Context: an optimization exercise on an open-source flow, tuned for small area, a short achievable clock period and few clock cycles per item. The choices shown serve that exercise and are no tape-out recipe. No run shown here included a check of the RTL's function; only the layout flow was run. Power figures rest on the tool's default switching activity, not on a simulated workload.

==> run.sh <==
#!/bin/bash
# synth_recipe.tcl (not shown) runs the flow's synth.tcl, then flattens the netlist and writes it again
# the make line also repeats each setting of config.mk as NAME=value (left out here)
make -C /OpenROAD-flow-scripts/flow DESIGN_CONFIG=/design/flow/config.mk WORK_HOME=/design/flow/orfs CLKGATE_MAP_FILE= SYNTH_SCRIPT=/design/flow/synth_recipe.tcl finish
==> config.mk <==
export PLATFORM = sky130hd
export DESIGN_NAME = m31_ext_mix16
export DESIGN_NICKNAME = m31_ext_mix16
export VERILOG_FILES = /design/flow/design.v
export SDC_FILE = /design/flow/constraint.sdc
export NUM_CORES = 4
export LEC_CHECK = 0
export CAP_MARGIN = 20
export CORE_MARGIN = 2
export CORE_UTILIZATION = 40
export SLEW_MARGIN = 20
==> constraint.sdc <==
create_clock -name core_clock -period 23.0 [get_ports {clk}]
set_input_delay 4.6000 -clock core_clock [delete_from_list [all_inputs] [get_ports {clk}]]
set_output_delay 4.6000 -clock core_clock [all_outputs]
set_load 0.01 [all_outputs]
==> design.v <==
module m31_ext_mix16 #(
  parameter int T     = 16,
  parameter int TAG_W = 8
) (
  input  logic               clk,
  input  logic               rst_n,
  input  logic               in_valid,
  output logic               in_ready,
  input  logic [T*31-1:0]    in_state,
  input  logic [TAG_W-1:0]   in_tag,
  output logic               out_valid,
  input  logic               out_ready,
  output logic [T*31-1:0]    out_state,
  output logic [TAG_W-1:0]   out_tag
);
  function automatic logic [61:0] csa(input logic [30:0] a, input logic [30:0] b,
                                      input logic [30:0] c);
    logic [30:0] s, m;
    s = a ^ b ^ c;
    m = (a & b) | (a & c) | (b & c);
    csa = {s, m[29:0], m[30]};
  endfunction
  function automatic logic [30:0] colsum(input logic [30:0] x0, input logic [30:0] x1,
                                         input logic [30:0] x2, input logic [30:0] x3);
    logic [61:0] u, v;
    logic [30:0] r;
    logic        z;
    u = csa(x0, x1, x2);
    v = csa(u[61:31], u[30:0], x3);
    z = &(v[61:31] & v[30:0]);
    r = cadd(v[61:31], v[30:0]);
    colsum = z ? 31'd0 : r;
  endfunction
  function automatic logic [30:0] cadd(input logic [30:0] a, input logic [30:0] b);
    logic [30:0] g, t, gg, pp, gn, pn, cin;
    logic c;
    g  = a & b;
    t  = a ^ b;
    gg = g;
    pp = t;
    gn = gg; pn = pp;
    gn[1] = gg[1] | (pp[1] & gg[0]); pn[1] = pp[1] & pp[0];
    gn[2] = gg[2] | (pp[2] & gg[1]); pn[2] = pp[2] & pp[1];
    gn[3] = gg[3] | (pp[3] & gg[2]); pn[3] = pp[3] & pp[2];
    gn[4] = gg[4] | (pp[4] & gg[3]); pn[4] = pp[4] & pp[3];
    gn[5] = gg[5] | (pp[5] & gg[4]); pn[5] = pp[5] & pp[4];
    gn[6] = gg[6] | (pp[6] & gg[5]); pn[6] = pp[6] & pp[5];
    gn[7] = gg[7] | (pp[7] & gg[6]); pn[7] = pp[7] & pp[6];
    gn[8] = gg[8] | (pp[8] & gg[7]); pn[8] = pp[8] & pp[7];
    gn[9] = gg[9] | (pp[9] & gg[8]); pn[9] = pp[9] & pp[8];
    gn[10] = gg[10] | (pp[10] & gg[9]); pn[10] = pp[10] & pp[9];
    gn[11] = gg[11] | (pp[11] & gg[10]); pn[11] = pp[11] & pp[10];
    gn[12] = gg[12] | (pp[12] & gg[11]); pn[12] = pp[12] & pp[11];
    gn[13] = gg[13] | (pp[13] & gg[12]); pn[13] = pp[13] & pp[12];
    gn[14] = gg[14] | (pp[14] & gg[13]); pn[14] = pp[14] & pp[13];
    gn[15] = gg[15] | (pp[15] & gg[14]); pn[15] = pp[15] & pp[14];
    gn[16] = gg[16] | (pp[16] & gg[15]); pn[16] = pp[16] & pp[15];
    gn[17] = gg[17] | (pp[17] & gg[16]); pn[17] = pp[17] & pp[16];
    gn[18] = gg[18] | (pp[18] & gg[17]); pn[18] = pp[18] & pp[17];
    gn[19] = gg[19] | (pp[19] & gg[18]); pn[19] = pp[19] & pp[18];
    gn[20] = gg[20] | (pp[20] & gg[19]); pn[20] = pp[20] & pp[19];
    gn[21] = gg[21] | (pp[21] & gg[20]); pn[21] = pp[21] & pp[20];
    gn[22] = gg[22] | (pp[22] & gg[21]); pn[22] = pp[22] & pp[21];
    gn[23] = gg[23] | (pp[23] & gg[22]); pn[23] = pp[23] & pp[22];
    gn[24] = gg[24] | (pp[24] & gg[23]); pn[24] = pp[24] & pp[23];
    gn[25] = gg[25] | (pp[25] & gg[24]); pn[25] = pp[25] & pp[24];
    gn[26] = gg[26] | (pp[26] & gg[25]); pn[26] = pp[26] & pp[25];
    gn[27] = gg[27] | (pp[27] & gg[26]); pn[27] = pp[27] & pp[26];
    gn[28] = gg[28] | (pp[28] & gg[27]); pn[28] = pp[28] & pp[27];
    gn[29] = gg[29] | (pp[29] & gg[28]); pn[29] = pp[29] & pp[28];
    gn[30] = gg[30] | (pp[30] & gg[29]); pn[30] = pp[30] & pp[29];
    gg = gn; pp = pn;
    gn = gg; pn = pp;
    gn[2] = gg[2] | (pp[2] & gg[0]); pn[2] = pp[2] & pp[0];
    gn[3] = gg[3] | (pp[3] & gg[1]); pn[3] = pp[3] & pp[1];
    gn[4] = gg[4] | (pp[4] & gg[2]); pn[4] = pp[4] & pp[2];
    gn[5] = gg[5] | (pp[5] & gg[3]); pn[5] = pp[5] & pp[3];
    gn[6] = gg[6] | (pp[6] & gg[4]); pn[6] = pp[6] & pp[4];
    gn[7] = gg[7] | (pp[7] & gg[5]); pn[7] = pp[7] & pp[5];
    gn[8] = gg[8] | (pp[8] & gg[6]); pn[8] = pp[8] & pp[6];
    gn[9] = gg[9] | (pp[9] & gg[7]); pn[9] = pp[9] & pp[7];
    gn[10] = gg[10] | (pp[10] & gg[8]); pn[10] = pp[10] & pp[8];
    gn[11] = gg[11] | (pp[11] & gg[9]); pn[11] = pp[11] & pp[9];
    gn[12] = gg[12] | (pp[12] & gg[10]); pn[12] = pp[12] & pp[10];
    gn[13] = gg[13] | (pp[13] & gg[11]); pn[13] = pp[13] & pp[11];
    gn[14] = gg[14] | (pp[14] & gg[12]); pn[14] = pp[14] & pp[12];
    gn[15] = gg[15] | (pp[15] & gg[13]); pn[15] = pp[15] & pp[13];
    gn[16] = gg[16] | (pp[16] & gg[14]); pn[16] = pp[16] & pp[14];
    gn[17] = gg[17] | (pp[17] & gg[15]); pn[17] = pp[17] & pp[15];
    gn[18] = gg[18] | (pp[18] & gg[16]); pn[18] = pp[18] & pp[16];
    gn[19] = gg[19] | (pp[19] & gg[17]); pn[19] = pp[19] & pp[17];
    gn[20] = gg[20] | (pp[20] & gg[18]); pn[20] = pp[20] & pp[18];
    gn[21] = gg[21] | (pp[21] & gg[19]); pn[21] = pp[21] & pp[19];
    gn[22] = gg[22] | (pp[22] & gg[20]); pn[22] = pp[22] & pp[20];
    gn[23] = gg[23] | (pp[23] & gg[21]); pn[23] = pp[23] & pp[21];
    gn[24] = gg[24] | (pp[24] & gg[22]); pn[24] = pp[24] & pp[22];
    gn[25] = gg[25] | (pp[25] & gg[23]); pn[25] = pp[25] & pp[23];
    gn[26] = gg[26] | (pp[26] & gg[24]); pn[26] = pp[26] & pp[24];
    gn[27] = gg[27] | (pp[27] & gg[25]); pn[27] = pp[27] & pp[25];
    gn[28] = gg[28] | (pp[28] & gg[26]); pn[28] = pp[28] & pp[26];
    gn[29] = gg[29] | (pp[29] & gg[27]); pn[29] = pp[29] & pp[27];
    gn[30] = gg[30] | (pp[30] & gg[28]); pn[30] = pp[30] & pp[28];
    gg = gn; pp = pn;
    gn = gg; pn = pp;
    gn[4] = gg[4] | (pp[4] & gg[0]); pn[4] = pp[4] & pp[0];
    gn[5] = gg[5] | (pp[5] & gg[1]); pn[5] = pp[5] & pp[1];
    gn[6] = gg[6] | (pp[6] & gg[2]); pn[6] = pp[6] & pp[2];
    gn[7] = gg[7] | (pp[7] & gg[3]); pn[7] = pp[7] & pp[3];
    gn[8] = gg[8] | (pp[8] & gg[4]); pn[8] = pp[8] & pp[4];
    gn[9] = gg[9] | (pp[9] & gg[5]); pn[9] = pp[9] & pp[5];
    gn[10] = gg[10] | (pp[10] & gg[6]); pn[10] = pp[10] & pp[6];
    gn[11] = gg[11] | (pp[11] & gg[7]); pn[11] = pp[11] & pp[7];
    gn[12] = gg[12] | (pp[12] & gg[8]); pn[12] = pp[12] & pp[8];
    gn[13] = gg[13] | (pp[13] & gg[9]); pn[13] = pp[13] & pp[9];
    gn[14] = gg[14] | (pp[14] & gg[10]); pn[14] = pp[14] & pp[10];
    gn[15] = gg[15] | (pp[15] & gg[11]); pn[15] = pp[15] & pp[11];
    gn[16] = gg[16] | (pp[16] & gg[12]); pn[16] = pp[16] & pp[12];
    gn[17] = gg[17] | (pp[17] & gg[13]); pn[17] = pp[17] & pp[13];
    gn[18] = gg[18] | (pp[18] & gg[14]); pn[18] = pp[18] & pp[14];
    gn[19] = gg[19] | (pp[19] & gg[15]); pn[19] = pp[19] & pp[15];
    gn[20] = gg[20] | (pp[20] & gg[16]); pn[20] = pp[20] & pp[16];
    gn[21] = gg[21] | (pp[21] & gg[17]); pn[21] = pp[21] & pp[17];
    gn[22] = gg[22] | (pp[22] & gg[18]); pn[22] = pp[22] & pp[18];
    gn[23] = gg[23] | (pp[23] & gg[19]); pn[23] = pp[23] & pp[19];
    gn[24] = gg[24] | (pp[24] & gg[20]); pn[24] = pp[24] & pp[20];
    gn[25] = gg[25] | (pp[25] & gg[21]); pn[25] = pp[25] & pp[21];
    gn[26] = gg[26] | (pp[26] & gg[22]); pn[26] = pp[26] & pp[22];
    gn[27] = gg[27] | (pp[27] & gg[23]); pn[27] = pp[27] & pp[23];
    gn[28] = gg[28] | (pp[28] & gg[24]); pn[28] = pp[28] & pp[24];
    gn[29] = gg[29] | (pp[29] & gg[25]); pn[29] = pp[29] & pp[25];
    gn[30] = gg[30] | (pp[30] & gg[26]); pn[30] = pp[30] & pp[26];
    gg = gn; pp = pn;
    gn = gg; pn = pp;
    gn[8] = gg[8] | (pp[8] & gg[0]); pn[8] = pp[8] & pp[0];
    gn[9] = gg[9] | (pp[9] & gg[1]); pn[9] = pp[9] & pp[1];
    gn[10] = gg[10] | (pp[10] & gg[2]); pn[10] = pp[10] & pp[2];
    gn[11] = gg[11] | (pp[11] & gg[3]); pn[11] = pp[11] & pp[3];
    gn[12] = gg[12] | (pp[12] & gg[4]); pn[12] = pp[12] & pp[4];
    gn[13] = gg[13] | (pp[13] & gg[5]); pn[13] = pp[13] & pp[5];
    gn[14] = gg[14] | (pp[14] & gg[6]); pn[14] = pp[14] & pp[6];
    gn[15] = gg[15] | (pp[15] & gg[7]); pn[15] = pp[15] & pp[7];
    gn[16] = gg[16] | (pp[16] & gg[8]); pn[16] = pp[16] & pp[8];
    gn[17] = gg[17] | (pp[17] & gg[9]); pn[17] = pp[17] & pp[9];
    gn[18] = gg[18] | (pp[18] & gg[10]); pn[18] = pp[18] & pp[10];
    gn[19] = gg[19] | (pp[19] & gg[11]); pn[19] = pp[19] & pp[11];
    gn[20] = gg[20] | (pp[20] & gg[12]); pn[20] = pp[20] & pp[12];
    gn[21] = gg[21] | (pp[21] & gg[13]); pn[21] = pp[21] & pp[13];
    gn[22] = gg[22] | (pp[22] & gg[14]); pn[22] = pp[22] & pp[14];
    gn[23] = gg[23] | (pp[23] & gg[15]); pn[23] = pp[23] & pp[15];
    gn[24] = gg[24] | (pp[24] & gg[16]); pn[24] = pp[24] & pp[16];
    gn[25] = gg[25] | (pp[25] & gg[17]); pn[25] = pp[25] & pp[17];
    gn[26] = gg[26] | (pp[26] & gg[18]); pn[26] = pp[26] & pp[18];
    gn[27] = gg[27] | (pp[27] & gg[19]); pn[27] = pp[27] & pp[19];
    gn[28] = gg[28] | (pp[28] & gg[20]); pn[28] = pp[28] & pp[20];
    gn[29] = gg[29] | (pp[29] & gg[21]); pn[29] = pp[29] & pp[21];
    gn[30] = gg[30] | (pp[30] & gg[22]); pn[30] = pp[30] & pp[22];
    gg = gn; pp = pn;
    gn = gg; pn = pp;
    gn[16] = gg[16] | (pp[16] & gg[0]); pn[16] = pp[16] & pp[0];
    gn[17] = gg[17] | (pp[17] & gg[1]); pn[17] = pp[17] & pp[1];
    gn[18] = gg[18] | (pp[18] & gg[2]); pn[18] = pp[18] & pp[2];
    gn[19] = gg[19] | (pp[19] & gg[3]); pn[19] = pp[19] & pp[3];
    gn[20] = gg[20] | (pp[20] & gg[4]); pn[20] = pp[20] & pp[4];
    gn[21] = gg[21] | (pp[21] & gg[5]); pn[21] = pp[21] & pp[5];
    gn[22] = gg[22] | (pp[22] & gg[6]); pn[22] = pp[22] & pp[6];
    gn[23] = gg[23] | (pp[23] & gg[7]); pn[23] = pp[23] & pp[7];
    gn[24] = gg[24] | (pp[24] & gg[8]); pn[24] = pp[24] & pp[8];
    gn[25] = gg[25] | (pp[25] & gg[9]); pn[25] = pp[25] & pp[9];
    gn[26] = gg[26] | (pp[26] & gg[10]); pn[26] = pp[26] & pp[10];
    gn[27] = gg[27] | (pp[27] & gg[11]); pn[27] = pp[27] & pp[11];
    gn[28] = gg[28] | (pp[28] & gg[12]); pn[28] = pp[28] & pp[12];
    gn[29] = gg[29] | (pp[29] & gg[13]); pn[29] = pp[29] & pp[13];
    gn[30] = gg[30] | (pp[30] & gg[14]); pn[30] = pp[30] & pp[14];
    gg = gn; pp = pn;
    c = gg[30] | pp[30];
    cin[0] = c;
    for (int i = 1; i < 31; i++) cin[i] = gg[i-1] | (pp[i-1] & c);
    cadd = t ^ cin;
  endfunction
  function automatic logic [30:0] ladd(input logic [30:0] a, input logic [30:0] b);
    logic [30:0] g, t, gg, pp, gn, pn, cin;
    logic c;
    g  = a & b;
    t  = a ^ b;
    gg = g;
    pp = t;
    gn = gg; pn = pp;
    gn[1] = gg[1] | (pp[1] & gg[0]); pn[1] = pp[1] & pp[0];
    gn[3] = gg[3] | (pp[3] & gg[2]); pn[3] = pp[3] & pp[2];
    gn[5] = gg[5] | (pp[5] & gg[4]); pn[5] = pp[5] & pp[4];
    gn[7] = gg[7] | (pp[7] & gg[6]); pn[7] = pp[7] & pp[6];
    gn[9] = gg[9] | (pp[9] & gg[8]); pn[9] = pp[9] & pp[8];
    gn[11] = gg[11] | (pp[11] & gg[10]); pn[11] = pp[11] & pp[10];
    gn[13] = gg[13] | (pp[13] & gg[12]); pn[13] = pp[13] & pp[12];
    gn[15] = gg[15] | (pp[15] & gg[14]); pn[15] = pp[15] & pp[14];
    gn[17] = gg[17] | (pp[17] & gg[16]); pn[17] = pp[17] & pp[16];
    gn[19] = gg[19] | (pp[19] & gg[18]); pn[19] = pp[19] & pp[18];
    gn[21] = gg[21] | (pp[21] & gg[20]); pn[21] = pp[21] & pp[20];
    gn[23] = gg[23] | (pp[23] & gg[22]); pn[23] = pp[23] & pp[22];
    gn[25] = gg[25] | (pp[25] & gg[24]); pn[25] = pp[25] & pp[24];
    gn[27] = gg[27] | (pp[27] & gg[26]); pn[27] = pp[27] & pp[26];
    gn[29] = gg[29] | (pp[29] & gg[28]); pn[29] = pp[29] & pp[28];
    gg = gn; pp = pn;
    gn = gg; pn = pp;
    gn[3] = gg[3] | (pp[3] & gg[1]); pn[3] = pp[3] & pp[1];
    gn[7] = gg[7] | (pp[7] & gg[5]); pn[7] = pp[7] & pp[5];
    gn[11] = gg[11] | (pp[11] & gg[9]); pn[11] = pp[11] & pp[9];
    gn[15] = gg[15] | (pp[15] & gg[13]); pn[15] = pp[15] & pp[13];
    gn[19] = gg[19] | (pp[19] & gg[17]); pn[19] = pp[19] & pp[17];
    gn[23] = gg[23] | (pp[23] & gg[21]); pn[23] = pp[23] & pp[21];
    gn[27] = gg[27] | (pp[27] & gg[25]); pn[27] = pp[27] & pp[25];
    gg = gn; pp = pn;
    gn = gg; pn = pp;
    gn[7] = gg[7] | (pp[7] & gg[3]); pn[7] = pp[7] & pp[3];
    gn[15] = gg[15] | (pp[15] & gg[11]); pn[15] = pp[15] & pp[11];
    gn[23] = gg[23] | (pp[23] & gg[19]); pn[23] = pp[23] & pp[19];
    gg = gn; pp = pn;
    gn = gg; pn = pp;
    gn[15] = gg[15] | (pp[15] & gg[7]); pn[15] = pp[15] & pp[7];
    gg = gn; pp = pn;
    gn = gg; pn = pp;
    gn[23] = gg[23] | (pp[23] & gg[15]); pn[23] = pp[23] & pp[15];
    gg = gn; pp = pn;
    gn = gg; pn = pp;
    gn[11] = gg[11] | (pp[11] & gg[7]); pn[11] = pp[11] & pp[7];
    gn[19] = gg[19] | (pp[19] & gg[15]); pn[19] = pp[19] & pp[15];
    gn[27] = gg[27] | (pp[27] & gg[23]); pn[27] = pp[27] & pp[23];
    gg = gn; pp = pn;
    gn = gg; pn = pp;
    gn[5] = gg[5] | (pp[5] & gg[3]); pn[5] = pp[5] & pp[3];
    gn[9] = gg[9] | (pp[9] & gg[7]); pn[9] = pp[9] & pp[7];
    gn[13] = gg[13] | (pp[13] & gg[11]); pn[13] = pp[13] & pp[11];
    gn[17] = gg[17] | (pp[17] & gg[15]); pn[17] = pp[17] & pp[15];
    gn[21] = gg[21] | (pp[21] & gg[19]); pn[21] = pp[21] & pp[19];
    gn[25] = gg[25] | (pp[25] & gg[23]); pn[25] = pp[25] & pp[23];
    gn[29] = gg[29] | (pp[29] & gg[27]); pn[29] = pp[29] & pp[27];
    gg = gn; pp = pn;
    gn = gg; pn = pp;
    gn[2] = gg[2] | (pp[2] & gg[1]); pn[2] = pp[2] & pp[1];
    gn[4] = gg[4] | (pp[4] & gg[3]); pn[4] = pp[4] & pp[3];
    gn[6] = gg[6] | (pp[6] & gg[5]); pn[6] = pp[6] & pp[5];
    gn[8] = gg[8] | (pp[8] & gg[7]); pn[8] = pp[8] & pp[7];
    gn[10] = gg[10] | (pp[10] & gg[9]); pn[10] = pp[10] & pp[9];
    gn[12] = gg[12] | (pp[12] & gg[11]); pn[12] = pp[12] & pp[11];
    gn[14] = gg[14] | (pp[14] & gg[13]); pn[14] = pp[14] & pp[13];
    gn[16] = gg[16] | (pp[16] & gg[15]); pn[16] = pp[16] & pp[15];
    gn[18] = gg[18] | (pp[18] & gg[17]); pn[18] = pp[18] & pp[17];
    gn[20] = gg[20] | (pp[20] & gg[19]); pn[20] = pp[20] & pp[19];
    gn[22] = gg[22] | (pp[22] & gg[21]); pn[22] = pp[22] & pp[21];
    gn[24] = gg[24] | (pp[24] & gg[23]); pn[24] = pp[24] & pp[23];
    gn[26] = gg[26] | (pp[26] & gg[25]); pn[26] = pp[26] & pp[25];
    gn[28] = gg[28] | (pp[28] & gg[27]); pn[28] = pp[28] & pp[27];
    gn[30] = gg[30] | (pp[30] & gg[29]); pn[30] = pp[30] & pp[29];
    gg = gn; pp = pn;
    c = gg[30] | pp[30];
    cin[0] = c;
    for (int i = 1; i < 31; i++) cin[i] = gg[i-1] | (pp[i-1] & c);
    ladd = t ^ cin;
  endfunction
  logic [3:0][30:0] col_in;
  always_comb begin
    for (int j = 0; j < 4; j++)
      col_in[j] = colsum(in_state[31*j +: 31], in_state[31*(4+j) +: 31],
                         in_state[31*(8+j) +: 31], in_state[31*(12+j) +: 31]);
  end
  logic               vld_q;
  logic [T*31-1:0]    x_q;
  logic [3:0][30:0]   s_q;
  logic [TAG_W-1:0]   tag_q;
  logic               load;
  assign in_ready = !vld_q || out_ready;
  assign load     = in_valid && in_ready;
  always_ff @(posedge clk) begin
    if (!rst_n) vld_q <= 1'b0;
    else        vld_q <= load || (vld_q && !out_ready);
  end
  always_ff @(posedge clk) begin
    if (in_ready) begin
      x_q   <= in_state;
      s_q   <= col_in;
      tag_q <= in_tag;
    end
  end
  always_comb begin
    for (int i = 0; i < T; i++)
      out_state[31*i +: 31] = ladd(x_q[31*i +: 31], s_q[i % 4]);
  end
  assign out_valid = vld_q;
  assign out_tag   = tag_q;
endmodule
==> flow_metrics.py, run 1 <==
metrics = {
    "clock_network": {
        "hold_buffers": 0,
        "cts_tree": "built",
        "clockBufferDepth": 3,
        "htree_num_levels": 3,
        "clock-root-buffer": "clkbuf_16",
        "cts_buffers": 83,
        "clkTransAtPathRegs_ns": 0.06,
        "postCtsSetupBuffers": 0,
        "clk_latency_ns": 0.69,
        "ctsResizeCount": 0,
        "cts.sinks": 629,
    },
    "power_and_ir_drop": {
        "power.share.clock": 0.109,
        "p_int_mw": 6.207,
        "comb_power_share": 0.737,
        "p_leak_nw": 27.99,
        "powerDensity_nw_per_um2": 170.4,
        "p_seq_frac": 0.154,
        "peakVddDrop_v": 0.0001101,
        "power_mw": 11.74,
        "p_sw_frac": 0.4715,
        "power_switching_mw": 5.537,
    },
    "floorplan": {
        "pin_count": 1014,
        "floorplan.initialDensity": 0.4030,
        "rows": 134,
        "core_um2": 133600,
        "die_w_um": 370.9,
        "die_h_um": 370.9,
        "die_area_um2": 137600,
    },
    "setup_path": {
        "cp.required_ns": 18.40,
        "r2r_end": "x_q[358]$_DFFE_PN_",
        "critical_path.most_common_cell": "clkdlybuf4s50_1",
        "critPathKind": "in2out",
        "worstPathCellList": "clkdlybuf4s50_1, nand2b_4, clkdlybuf4s50_1",
        "regToRegSetupSlack_ns": 19.11,
        "crit_arrival_ns": 6.26,
        "cpMaxStageDelayCell": "clkdlybuf4s50_1",
        "cp_max_fo": 34,
        "r2r-start": "vld_q$_SDFF_PN0_",
        "endpoint_kind": "output port",
        "cp-startpoint": "out_ready",
        "critPathTopFamily": "buffers and inverters",
        "start_kind": "input pin",
        "crit_end": "in_ready",
        "cp.depth": 3,
        "reg2regPathDepth": 4,
        "cpPeakStageDelay_ns": 0.66,
        "critPathBufInv": 2,
    },
    "timing": {
        "setup_viol": 0,
        "rsz0062_at_grt": "false",
        "final.setup.worst_slack_ns": 12.14,
        "worstMarginPinSlew_ns": 1.125,
        "finalHoldViolCount": 0,
        "timing.final.crit_share": 0.4723,
        "slew_viol_final": 0,
        "max_freq_mhz": 92.06,
        "setup_tns_ns": 0,
        "finClkSkew_ns": 0.01916,
        "finalCriticalPeriod_ns": 10.86,
        "max_slew_margin": 0.2442,
        "timing.hold.ws_ns": 1.081,
    },
    "global_routing": {
        "overflow": 0,
        "grt_usage": 0.3159,
        "grt_pass1_vias": 44930,
        "grt_pass1_wl_mm": 313.9,
        "grt_antenna_before_repair": 54,
        "grt_max_degree": 182,
    },
    "drt": {
        "drtAntennaViolNets": 0,
        "drt-initial-drc-count": 4084,
        "remaining_drc_errors": 0,
        "drt_wl_total_mm": 224.0,
        "firstDrtPassIters": 6,
        "viasPerCell": 5.845,
        "wl_per_cell_um": 28.30,
        "vias": 46250,
    },
    "yosys": {
        "ys_ff_latch": 629,
        "synth_area_leaders": "edfxtp_1 35%, ha_1 14%, fa_1 10%",
        "synth_area_leader_cell": "edfxtp_1",
        "syn-instance-count": 4969,
        "yosys_warnings": 1,
        "ys_seq_area_frac": 0.3505,
        "synth-main-ff-cell": "edfxtp_1",
        "synth-edff-count": 628,
        "syn-num-nets": 6365,
        "synthDistinctLibCells": 98,
        "async_reset_ff_frac": 0,
        "avgSynthCellArea_um2": 10.84,
        "syn_area_um2": 53850,
        "synth_top_area_frac": 0.3502,
    },
    "place": {
        "dp_hpwl_mm": 188.7,
        "port_buffers": 1013,
        "routabilityCongestion": 0.9770,
        "place_ws_ns": 12.13,
    },
    "cells_and_area": {
        "finalNetCount": 7444,
        "syn_to_final_growth_pct": 27.97,
        "drive_gt1_frac": 0.04202,
        "n_fill_cell": 12040,
        "fin_util": 0.5157,
    },
    "run_status": {
        "run_status": "no timing/DRC/antenna violations",
    },
    "job": {
        "maxCapViolCount": 0,
    },
    "worst_hold_path": {
        "min_path_type": "reg2reg",
    },
}
layer usage:
layer,vias up,global-route usage,routed length (µm)
met2,1849,0.5174,105200
met3,399,0.07404,18430
li1,21240,-,-
met5,-,0,280
met1,22730,0.3989,90160
met4,40,0.1344,9853
power by group through the flow:
stage,clock network (mW),logic [mW],registers [mW]
global placement,0,8.52,1.83
finish,1.28,8.65,1.81
CTS,1.30,8.60,1.81
detailed placement,0,8.54,1.82
global route,1.34,9.20,1.82
floorplan,0,4.49,1.68
synthesized netlist by cell type (12+ instances only):
| cell | n |
|---|---|
| clkbuf_1 | 40 |
| or3_1 | 31 |
| mux2_2 | 14 |
| xnor2_1 | 281 |
| a31oi_1 | 32 |
| nand2b_1 | 87 |
| or4_1 | 15 |
| nor2_1 | 321 |
| o311ai_0 | 14 |
| a211oi_1 | 52 |
| a21o_1 | 333 |
| nor3b_1 | 12 |
| nand2_1 | 208 |
| or2_2 | 13 |
| a221oi_1 | 18 |
| nand3_1 | 89 |
| nor3_2 | 12 |
| a21oi_1 | 443 |
| inv_1 | 139 |
| fa_1 | 268 |
| nor2b_1 | 29 |
| a31o_2 | 29 |
| a21boi_0 | 19 |
| nor4_1 | 14 |
| edfxtp_1 | 628 |
| and3_1 | 47 |
| o21a_1 | 82 |
| o21bai_1 | 80 |
| ha_1 | 620 |
| xor2_1 | 229 |
| and2_1 | 38 |
| nor3_1 | 75 |
| o21ai_0 | 222 |
| nand4_1 | 160 |
| o41ai_1 | 18 |
| and4_1 | 35 |
| o2bb2ai_1 | 13 |
| o311a_1 | 22 |
registers in the layout (all words and copies together), names as in the netlist:
name and cells:
x_q 496, s_q 124, tag_q 8, vld_q 1
area by class of cell:
class | instances | area (µm²) | share of cell area
diodes | 29 | 72.57 | 0.001053
clock buffers | 102 | 2212 | 0.03210
clock inverters | 51 | 362.8 | 0.005265
inverters | 139 | 521.8 | 0.007571
multi-input cells | 4152 | 34280 | 0.4974
flip-flops and latches | 629 | 18880 | 0.2739
well taps | 1768 | 2212 | 0.03210
repair buffers | 1043 | 10380 | 0.1506
metrics by stage:
step / area [µm²] / instances
2_1_floorplan: 53860 / 4969
3_3_place_gp: 66270 / 7731
3_5_place_dp: 66270 / 7731
4_1_cts: 68840 / 7884
5_1_grt: 68870 / 7897
6_report: 68910 / 7913
cells in the final DEF, fill, tap and decap left out, types with 19 or more instances in the layout:
master,instances
and4_1,35
inv_1,139
and2_1,38
edfxtp_1,628
a31o_2,29
ha_1,620
or3_1,31
o21bai_1,80
nand3_1,89
o21ai_0,222
and3_1,47
o21a_1,82
xor2_1,229
nand4_1,160
a21oi_1,443
a211oi_1,52
xnor2_1,281
nand2_1,208
clkbuf_16,86
clkdlybuf4s50_1,1013
nor3_1,75
diode_2,29
nor2b_1,29
nor2_1,321
nand2b_1,86
o311a_1,22
fa_1,268
buf_4,29
a31oi_1,32
a21boi_0,19
a21o_1,333
clkinv_1,20
worst min-delay path by stage:
stage	start	slack, ns	depth (start not counted)	end
2_1_floorplan	in_tag[0]	4.70	0	tag_q[0]$_DFFE_PN_
3_5_place_dp	vld_q$_SDFF_PN0_	1.09	1	x_q[6]$_DFFE_PN_
5_1_grt	vld_q$_SDFF_PN0_	1.11	1	x_q[6]$_DFFE_PN_
3_3_place_gp	vld_q$_SDFF_PN0_	1.08	1	x_q[254]$_DFFE_PN_
6_report	vld_q$_SDFF_PN0_	1.08	1	x_q[6]$_DFFE_PN_
4_1_cts	vld_q$_SDFF_PN0_	1.10	1	x_q[8]$_DFFE_PN_
cells by family (layout without fill, tap and decap cells):
family | after synthesis | after routing | synth area share
adder cells (fa/ha/maj) | 888 | 888 | 0.2437
buffers and inverters | 188 | 1335 | 0.01338
XOR/XNOR | 510 | 510 | 0.08294
AND/OR/NAND/NOR | 1201 | 1201 | 0.1151
multiplexers | 20 | 20 | 0.004089
other | 0 | 29 | 0
flip-flops | 629 | 629 | 0.3505
AO/OA/AOI/OAI | 1533 | 1533 | 0.1903
==> inputs of run 2 (changes only) <==
--- a/design.v
+++ b/design.v
@@ -265,10 +265,14 @@
   end
   logic               vld_q;
-  logic [T*31-1:0]    x_q;
-  logic [3:0][30:0]   s_q;
+  logic [T*31-1:0]    y_q;
   logic [TAG_W-1:0]   tag_q;
   logic               load;
+  logic [T*31-1:0]    y_d;
   assign in_ready = !vld_q || out_ready;
   assign load     = in_valid && in_ready;
+  always_comb begin
+    for (int i = 0; i < T; i++)
+      y_d[31*i +: 31] = ladd(in_state[31*i +: 31], col_in[i % 4]);
+  end
   always_ff @(posedge clk) begin
     if (!rst_n) vld_q <= 1'b0;
@@ -277,14 +281,10 @@
   always_ff @(posedge clk) begin
     if (in_ready) begin
-      x_q   <= in_state;
-      s_q   <= col_in;
+      y_q   <= y_d;
       tag_q <= in_tag;
     end
   end
-  always_comb begin
-    for (int i = 0; i < T; i++)
-      out_state[31*i +: 31] = ladd(x_q[31*i +: 31], s_q[i % 4]);
-  end
   assign out_valid = vld_q;
+  assign out_state = y_q;
   assign out_tag   = tag_q;
 endmodule
==> flow_metrics.py, run 2 <==
metrics = {
    "yosys": {
        "synthDistinctLibCells": 83,
        "synth_top_area_frac": 0.3093,
        "synth_area_leader_cell": "edfxtp_1",
        "synth-main-ff-cell": "edfxtp_1",
        "avgSynthCellArea_um2": 10.38,
        "synthTopCellsByCount": "620 x ha_1, 504 x edfxtp_1, 423 x a21oi_1, 361 x nor2_1, 295 x a21o_1",
        "async_reset_ff_frac": 0,
        "syn-num-nets": 6110,
        "synth_area_leaders": "edfxtp_1 31%, ha_1 16%, fa_1 11%",
        "syn_area_um2": 48940,
        "ys_ff_latch": 505,
        "yosys_warnings": 1,
        "ys_seq_area_frac": 0.3097,
        "syn-instance-count": 4714,
        "yosysMostFrequentCell": "ha_1",
        "synth-edff-count": 504,
    },
    "cells_and_area": {
        "top_regs": "y_q: 496 flops, tag_q: 8 flops, vld_q: 1 flops",
        "drive_gt1_frac": 0.03307,
        "n_fill_cell": 10960,
        "layout_commonest_cell": "clkdlybuf4s50_1",
        "finalNetCount": 7155,
        "multi_input_area_um2": 33100,
        "largest-register": "y_q",
        "design_area_um2": 63160,
        "regArea_um2": 15150,
        "largest_reg_flops": 496,
        "fin_cells": 7462,
        "mostFrequentLayoutCells": "1013 x clkdlybuf4s50_1, 620 x ha_1, 504 x edfxtp_1",
        "syn_to_final_growth_pct": 29.06,
        "fin_util": 0.5196,
    },
    "setup_path": {
        "endpoint_kind": "flip-flop",
        "start_kind": "input pin",
        "critPathBufInv": 1,
        "crit_arrival_ns": 13.55,
        "cp.required_ns": 23.39,
        "critPathTopFamily": "compound AO/OA/AOI/OAI gates",
        "critPathKind": "in2reg",
        "cp_max_fo": 6,
        "critical_path.most_common_cell": "a21oi_1",
        "cpPeakStageDelay_ns": 0.75,
        "cpMaxStageDelayCell": "a21oi_1",
    },
    "job": {
        "maxCapViolCount": 0,
    },
    "global_routing": {
        "grt_pass1_vias": 42490,
        "grt_usage": 0.3165,
        "grt_max_degree": 68,
        "grt_pass1_wl_mm": 290.6,
        "grt_antenna_before_repair": 55,
        "overflow": 0,
    },
    "timing": {
        "setup_viol": 0,
        "worstMarginPinSlew_ns": 1.210,
        "finClkSkew_ns": 0.02526,
        "final.setup.worst_slack_ns": 9.836,
        "rsz0062_at_grt": "false",
        "timing.final.crit_share": 0.5724,
        "slew_viol_final": 0,
        "finalHoldViolCount": 0,
        "finalCriticalPeriod_ns": 13.16,
        "setup_tns_ns": 0,
        "max_slew_margin": 0.1847,
        "max_freq_mhz": 75.96,
    },
    "clock_network": {
        "cts_buffers": 66,
        "hold_buffers": 0,
        "cts_tree": "built",
        "ctsResizeCount": 0,
        "clkTransAtPathRegs_ns": 0.06,
        "postCtsSetupBuffers": 0,
        "cts.sinks": 505,
        "clk_latency_ns": 0.64,
        "clock-root-buffer": "clkbuf_16",
        "clockBufferDepth": 3,
        "htree_num_levels": 3,
    },
    "drt": {
        "met3WireLength_mm": 17.67,
        "route.met2.wl_mm": 95.99,
        "drt_wl_total_mm": 205.0,
        "vias": 43200,
        "firstDrtPassIters": 6,
        "drtAntennaViolNets": 0,
        "wl_per_cell_um": 27.47,
        "viasPerCell": 5.789,
        "remaining_drc_errors": 0,
        "routed.top_layer": "met5",
        "drt-met1-wl_mm": 81.14,
        "drt-initial-drc-count": 3390,
    },
    "power_and_ir_drop": {
        "powerDensity_nw_per_um2": 200.1,
        "p_int_mw": 6.503,
        "p_sw_frac": 0.4854,
        "comb_power_share": 0.738,
        "power.share.clock": 0.080,
        "peakVddDrop_v": 0.0001035,
        "p_leak_nw": 25.96,
        "p_seq_frac": 0.181,
        "power_switching_mw": 6.135,
    },
    "place": {
        "port_buffers": 1013,
        "routabilityCongestion": 1.010,
        "dpl-instance-area_um2": 61050,
        "place_ws_ns": 9.440,
        "dp_cells": 7316,
        "dp_hpwl_mm": 175.5,
    },
    "floorplan": {
        "die_w_um": 353.8,
        "die_area_um2": 125200,
        "die_h_um": 353.8,
        "floorplan.initialDensity": 0.4026,
        "core_um2": 121600,
        "pin_count": 1014,
        "rows": 128,
    },
    "run_status": {
        "run_status": "no timing/DRC/antenna violations",
    },
    "worst_hold_path": {
        "min_path_type": "reg2reg",
    },
}
## run 2: worst reg2reg max path: cells and delay by family (launching register included)
family | cells | cell delay (ns)
buffers and inverters | 4 | 3.03
and+or+nand+nor | 1 | 0.40
DFF | 1 | 0.37
## run 2: logic make-up (layout without fill, tap and decap cells)
family                   count (synthesis)  after routing  share of synthesized area
other                                    0             31                          0
buffers and inverters                  184           1276                    0.01427
XOR/XNOR                               524            524                    0.09378
AO/OA/AOI/OAI                         1416           1416                     0.1923
multiplexers                            14             14                   0.003094
flip-flops                             505            505                     0.3097
AND/OR/NAND/NOR                       1183           1183                     0.1187
adder cells (fa/ha/maj)                888            888                     0.2681
## run 2: layer usage
metal,up-vias,GRT usage
met5,-,0
met4,40,0.1494
met3,395,0.08490
met2,1851,0.5214
met1,20930,0.3847
li1,19980,-
## run 2: power groups by stage
stage / Combinational, mW / Sequential, mW / Clock [mW]
floorplan: 5.66 / 2.48 / 0
global placement: 9.13 / 2.30 / 0
detailed placement: 9.15 / 2.30 / 0
CTS: 9.22 / 2.30 / 1.04
global route: 10.1 / 2.33 / 1.07
finish: 9.33 / 2.29 / 1.02
## run 2: path summary, 6_finish.rpt
check             cells after the start             start  slack, ns                  to
setup / recovery                     27      in_state[93]       9.84  y_q[479]$_DFFE_PN_
hold / removal                        2  vld_q$_SDFF_PN0_       0.97    vld_q$_SDFF_PN0_
setup reg to reg                      5  vld_q$_SDFF_PN0_      18.79   y_q[97]$_DFFE_PN_
hold reg to reg                       2  vld_q$_SDFF_PN0_       0.97    vld_q$_SDFF_PN0_
## run 2: layout make-up
| type | count | area share |
|---|---|---|
| tap | 1625 | 0.03219 |
| antenna | 31 | 0.001228 |
| clock buffer | 75 | 0.02769 |
| timing repair buffer | 1032 | 0.1628 |
| multi-input combinational | 4025 | 0.5240 |
| inverter | 129 | 0.007666 |
| sequential | 505 | 0.2399 |
| clock inverter | 40 | 0.004457 |
## run 2: metrics by stage
step	power, mW	hold WS (ns)
2_1_floorplan	8.132	4.699
5_1_grt	13.47	1.068
6_report	12.64	0.9707
4_1_cts	12.56	1.014
3_3_place_gp	11.44	0.9899
3_5_place_dp	11.45	1.007
==> inputs of run 3 (changes only) <==
--- a/design.v
+++ b/design.v
@@ -265,14 +265,10 @@
   end
   logic               vld_q;
-  logic [T*31-1:0]    y_q;
+  logic [T*31-1:0]    x_q;
+  logic [3:0][30:0]   s_q;
   logic [TAG_W-1:0]   tag_q;
   logic               load;
-  logic [T*31-1:0]    y_d;
   assign in_ready = !vld_q || out_ready;
   assign load     = in_valid && in_ready;
-  always_comb begin
-    for (int i = 0; i < T; i++)
-      y_d[31*i +: 31] = ladd(in_state[31*i +: 31], col_in[i % 4]);
-  end
   always_ff @(posedge clk) begin
     if (!rst_n) vld_q <= 1'b0;
@@ -281,10 +277,14 @@
   always_ff @(posedge clk) begin
     if (in_ready) begin
-      y_q   <= y_d;
+      x_q   <= in_state;
+      s_q   <= col_in;
       tag_q <= in_tag;
     end
   end
+  always_comb begin
+    for (int i = 0; i < T; i++)
+      out_state[31*i +: 31] = ladd(x_q[31*i +: 31], s_q[i % 4]);
+  end
   assign out_valid = vld_q;
-  assign out_state = y_q;
   assign out_tag   = tag_q;
 endmodule
==> flow/run.sh (new file) <==
#!/bin/bash
# Own layout flow: the standard ORFS flow with a few changes, chosen by the
# files beside this script:
#   env.sh      extra environment settings for ORFS (sourced first)
#   abc.script  if present, the ABC script used in place of ORFS's abc_speed.script
#               (the rest of the synthesis is the standard synthesis, unchanged)
set -euo pipefail
W=$(pwd)
F=$W/flow
if [[ -f $F/env.sh ]]; then
  source "$F/env.sh"
fi
if [[ -f $F/abc.script ]]; then
  sed "/source \$::env(SCRIPTS_DIR)\/synth_preamble.tcl/a set abc_args [lreplace \$abc_args 1 1 $F/abc.script]" \
    "$FLOW_HOME/scripts/synth.tcl" > "$W/synth_mod.tcl"
  sed "s|source \$::env(SCRIPTS_DIR)/synth.tcl|source $W/synth_mod.tcl|" \
    "$W/synth_recipe.tcl" > "$W/my_synth.tcl"
  sed "s|SYNTH_SCRIPT=[^ ]*|SYNTH_SCRIPT=$W/my_synth.tcl|" "$W/standard.sh" > "$W/my_standard.sh"
else
  cp "$W/standard.sh" "$W/my_standard.sh"
fi
bash "$W/my_standard.sh" > "$W/flow_make.log" 2>&1
==> flow/env.sh (new file) <==
# IO port buffers: the smallest buffer instead of ORFS's default pick
export BUFFER_PORTS_ARGS="-buffer_cell sky130_fd_sc_hd__buf_1"
# repair_timing after CTS and global routing aims for 13 ns of slack (a 10 ns period)
export SETUP_SLACK_MARGIN=13
==> standard.sh (new file) <==
#!/bin/bash
# synth_recipe.tcl (not shown) runs the flow's synth.tcl, then flattens the netlist and writes it again
# the make line also repeats each setting of config.mk as NAME=value (left out here)
make -C /OpenROAD-flow-scripts/flow DESIGN_CONFIG=/design/flow/config.mk WORK_HOME=/design/flow/orfs CLKGATE_MAP_FILE= SYNTH_SCRIPT=/design/flow/synth_recipe.tcl "${@:-finish}"
--- a/config.mk
+++ b/config.mk
@@ -8,4 +8,4 @@
 export CAP_MARGIN = 20
 export CORE_MARGIN = 2
-export CORE_UTILIZATION = 40
+export CORE_UTILIZATION = 50
 export SLEW_MARGIN = 20
removed: run.sh
==> flow_metrics.py, run 3 <==
metrics = {
    "cells_and_area": {
        "largest_reg_flops": 496,
        "mostFrequentLayoutCells": "1012 x buf_1, 628 x edfxtp_1, 620 x ha_1",
        "n_fill_cell": 9427,
        "top_regs": "x_q: 496 flops, s_q: 124 flops, tag_q: 8 flops",
        "syn_to_final_growth_pct": 15.07,
        "largest-register": "x_q",
        "finalNetCount": 7440,
        "fin_util": 0.5797,
        "layout_commonest_cell": "buf_1",
        "design_area_um2": 61970,
        "drive_gt1_frac": 0.03982,
    },
    "worst_hold_path": {
        "hold_path_depth": 2,
        "min_path_type": "reg2reg",
    },
    "yosys": {
        "synthTopCellsByCount": "628 x edfxtp_1, 620 x ha_1, 443 x a21oi_1, 333 x a21o_1, 321 x nor2_1",
        "synth_area_leader_cell": "edfxtp_1",
        "synth_compound_area_frac": 0.1903,
        "synth_area_leaders": "edfxtp_1 35%, ha_1 14%, fa_1 10%",
        "synth-edff-count": 628,
        "synth-xor-area-share": 0.08294,
        "ys_seq_area_frac": 0.3505,
        "syn-num-nets": 6365,
        "yosys_warnings": 1,
        "synthDistinctLibCells": 98,
        "synthMuxAreaShare": 0.004089,
        "synthSimpleGateAreaFrac": 0.1151,
        "ys_ff_latch": 629,
        "synth_top_family_by_area": "adder cells",
        "syn-instance-count": 4969,
        "synthAdderAreaFrac": 0.2437,
        "synth_top_area_frac": 0.3502,
        "avgSynthCellArea_um2": 10.84,
        "yosysMostFrequentCell": "edfxtp_1",
        "syn_area_um2": 53850,
        "async_reset_ff_frac": 0,
        "synth-main-ff-cell": "edfxtp_1",
    },
    "clock_network": {
        "hold_buffers": 0,
        "htree_num_levels": 3,
        "cts_buffers": 77,
        "clockBufferDepth": 3,
        "clkTransAtPathRegs_ns": 0.06,
        "clock-root-buffer": "clkbuf_16",
        "clk_latency_ns": 0.67,
        "cts_tree": "built",
        "cts.sinks": 629,
    },
    "job": {
        "maxCapViolCount": 0,
    },
    "power_and_ir_drop": {
        "powerDensity_nw_per_um2": 164.2,
        "p_leak_nw": 25.14,
        "peakVddDrop_v": 0.00009468,
    },
    "setup_path": {
        "critPathTopFamily": "buffers and inverters",
        "critPathKind": "in2out",
        "start_kind": "input pin",
        "worstPathCellList": "buf_1, nand2b_4, buf_2",
        "endpoint_kind": "output port",
        "cp.depth": 3,
        "cp_max_fo": 3,
        "crit_arrival_ns": 5.29,
        "cpMaxStageDelayCell": "nand2b_4",
        "critPathBufInv": 2,
        "cpPeakStageDelay_ns": 0.23,
        "reg2regPathDepth": 5,
        "cp.required_ns": 18.40,
    },
    "place": {
        "dp_hpwl_mm": 175.5,
        "routabilityCongestion": 0.9852,
        "port_buffers": 1013,
        "dpl-instance-area_um2": 59450,
    },
    "floorplan": {
        "rows": 120,
        "die_area_um2": 110300,
        "pin_count": 1014,
        "core_um2": 106900,
        "die_h_um": 332.2,
        "floorplan.initialDensity": 0.5038,
        "die_w_um": 332.2,
    },
    "run_status": {
        "run_status": "no timing/DRC/antenna violations",
    },
    "drt": {
        "remaining_drc_errors": 0,
        "vias": 46600,
        "drtAntennaViolNets": 0,
        "drt_wl_total_mm": 210.0,
        "firstDrtPassIters": 5,
        "drt-initial-drc-count": 4545,
        "wl_per_cell_um": 27.86,
        "viasPerCell": 6.184,
    },
    "timing": {
        "setup_viol": 0,
        "finalCriticalPeriod_ns": 9.890,
        "max_slew_margin": 0.1864,
        "rsz0062_at_grt": "false",
        "max_freq_mhz": 101.1,
        "slew_viol_final": 0,
        "finalHoldViolCount": 0,
        "timing.final.crit_share": 0.4300,
        "setup_tns_ns": 0,
        "finClkSkew_ns": 0.01773,
        "worstMarginPinSlew_ns": 1.201,
    },
    "global_routing": {
        "overflow": 0,
        "grt_pass1_vias": 44480,
        "grt_max_degree": 157,
        "grt_usage": 0.3699,
        "grt_antenna_before_repair": 60,
        "grt_pass1_wl_mm": 298.7,
    },
}
## run 3: cell types whose count changed after synthesis, sizes merged, moves of 20 or more
cell | previous run | this run
o21ai | 201 | 236
nor2b | 64 | 29
a21o | 295 | 333
nand4 | 140 | 160
o311a | 1 | 22
nand2b | 36 | 88
edfxtp | 504 | 628
nand2 | 243 | 208
nor2 | 361 | 321
## run 3: worst register-to-register path, delay by kind of cell, from the launching register on
| family | cells | cell delay [ns] |
|---|---|---|
| AND/OR/NAND/NOR | 1 | 0.16 |
| buffers and inverters | 4 | 2.61 |
| flip-flops | 1 | 0.41 |
## run 3: per-stage QoR
stage               power (mW)  setup WS (ns)  instances  hold slack (ns)
global placement         8.768          12.70       7365            1.141
floorplan                6.167          9.501       4969            4.403
finish                   10.18          13.11       7536           0.9760
CTS                      10.07          13.10       7505            1.006
global route             10.76          13.11       7527            1.010
detailed placement       8.793          12.70       7365            1.143
## run 3: cell families (layout without fill, tap and decap cells)
group,count (synthesis),after routing
xor gates and xnor gates,510,510
other,0,31
buffers and inverters,188,1319
muxes,20,20
adders and majority gates,888,888
AOI/OAI and AO/OA,1533,1533
DFF,629,629
and+or+nand+nor,1201,1203
## run 3: area by class of cell
class                      instances  area (µm²)  area share
multi-input combinational       4154       34280      0.5532
sequential                       629       18880      0.3046
timing repair buffer            1043        4041     0.06522
clock buffer                      97        2066     0.03333
tap                             1403        1755     0.02833
inverter                         139       521.8    0.008419
clock inverter                    40       350.3    0.005653
antenna                           31       77.57    0.001252
## run 3: worst paths after layout
| check | startpoint | end | slack, ns |
|---|---|---|---|
| worst min-delay path | vld_q$_SDFF_PN0_ | tag_q[0]$_DFFE_PN_ | 0.98 |
| worst max register to register | vld_q$_SDFF_PN0_ | x_q[163]$_DFFE_PN_ | 19.40 |
| worst max-delay path | out_ready | in_ready | 13.11 |
| worst min register to register | vld_q$_SDFF_PN0_ | tag_q[0]$_DFFE_PN_ | 0.98 |
## run 3: per-layer routing
metal | vias to the layer above | share of wire | track usage
met5 | - | 0.0012 | 0
met4 | 38 | 0.056 | 0.1792
met3 | 475 | 0.090 | 0.08267
met2 | 2238 | 0.45 | 0.5915
met1 | 22670 | 0.40 | 0.4754
li1 | 21180 | - | -
## run 3: power by group
part	switching, mW	total, mW	leakage [nW]	internal, mW
Combinational	4.55	7.12	17.4	2.57
Sequential	0.296	1.82	6.51	1.52
Clock	0.534	1.24	1.19	0.701
## run 3: timing repair
| item | in CTS | in global routing |
|---|---|---|
| resized for setup | 1 | 0 |
| endpoints found under the setup margin | 1 | 0 |
| setup buffers | 1 | 0 |

==> afterwards: timing with drivers on the ports <==
How much do the figures lean on ideal ports? The routed layouts below were timed once more, with nothing changed but the port constraints. Step 1 (the two cells are an assumption about what drives the block):
set clk [get_ports {clk}]
set_driving_cell -lib_cell sky130_fd_sc_hd__clkbuf_16 $clk
set_driving_cell -lib_cell sky130_fd_sc_hd__buf_2 [delete_from_list [all_inputs] $clk]
Step 2 also shifts input and output timing later by t, the mid clock arrival at the registers, as if the neighbouring blocks saw the same clock. Three values: no drivers, after step 1, after step 2; two values: the first two.
| run | t (ns) | slack for setup (ns) | worst register clock-pin slew, ns | worst data-port slew with drivers (ns) |
|---|---|---|---|---|
| run 1 | 0.768 | 12.137 / 12.115 / 12.115 | 0.06 / 0.06 | 0.30 |
| run 2 | 0.714 | 9.836 / 9.887 / 9.172 | 0.07 / 0.07 | 0.25 |
| run 3 | 0.742 | 13.110 / 13.080 / 13.080 | 0.07 / 0.07 | 0.27 |
After both steps setup and hold are still met in every run listed. The setup slack of run 2, which loses most, moves by +0.051 ns with the drivers and by -0.664 ns with both steps.
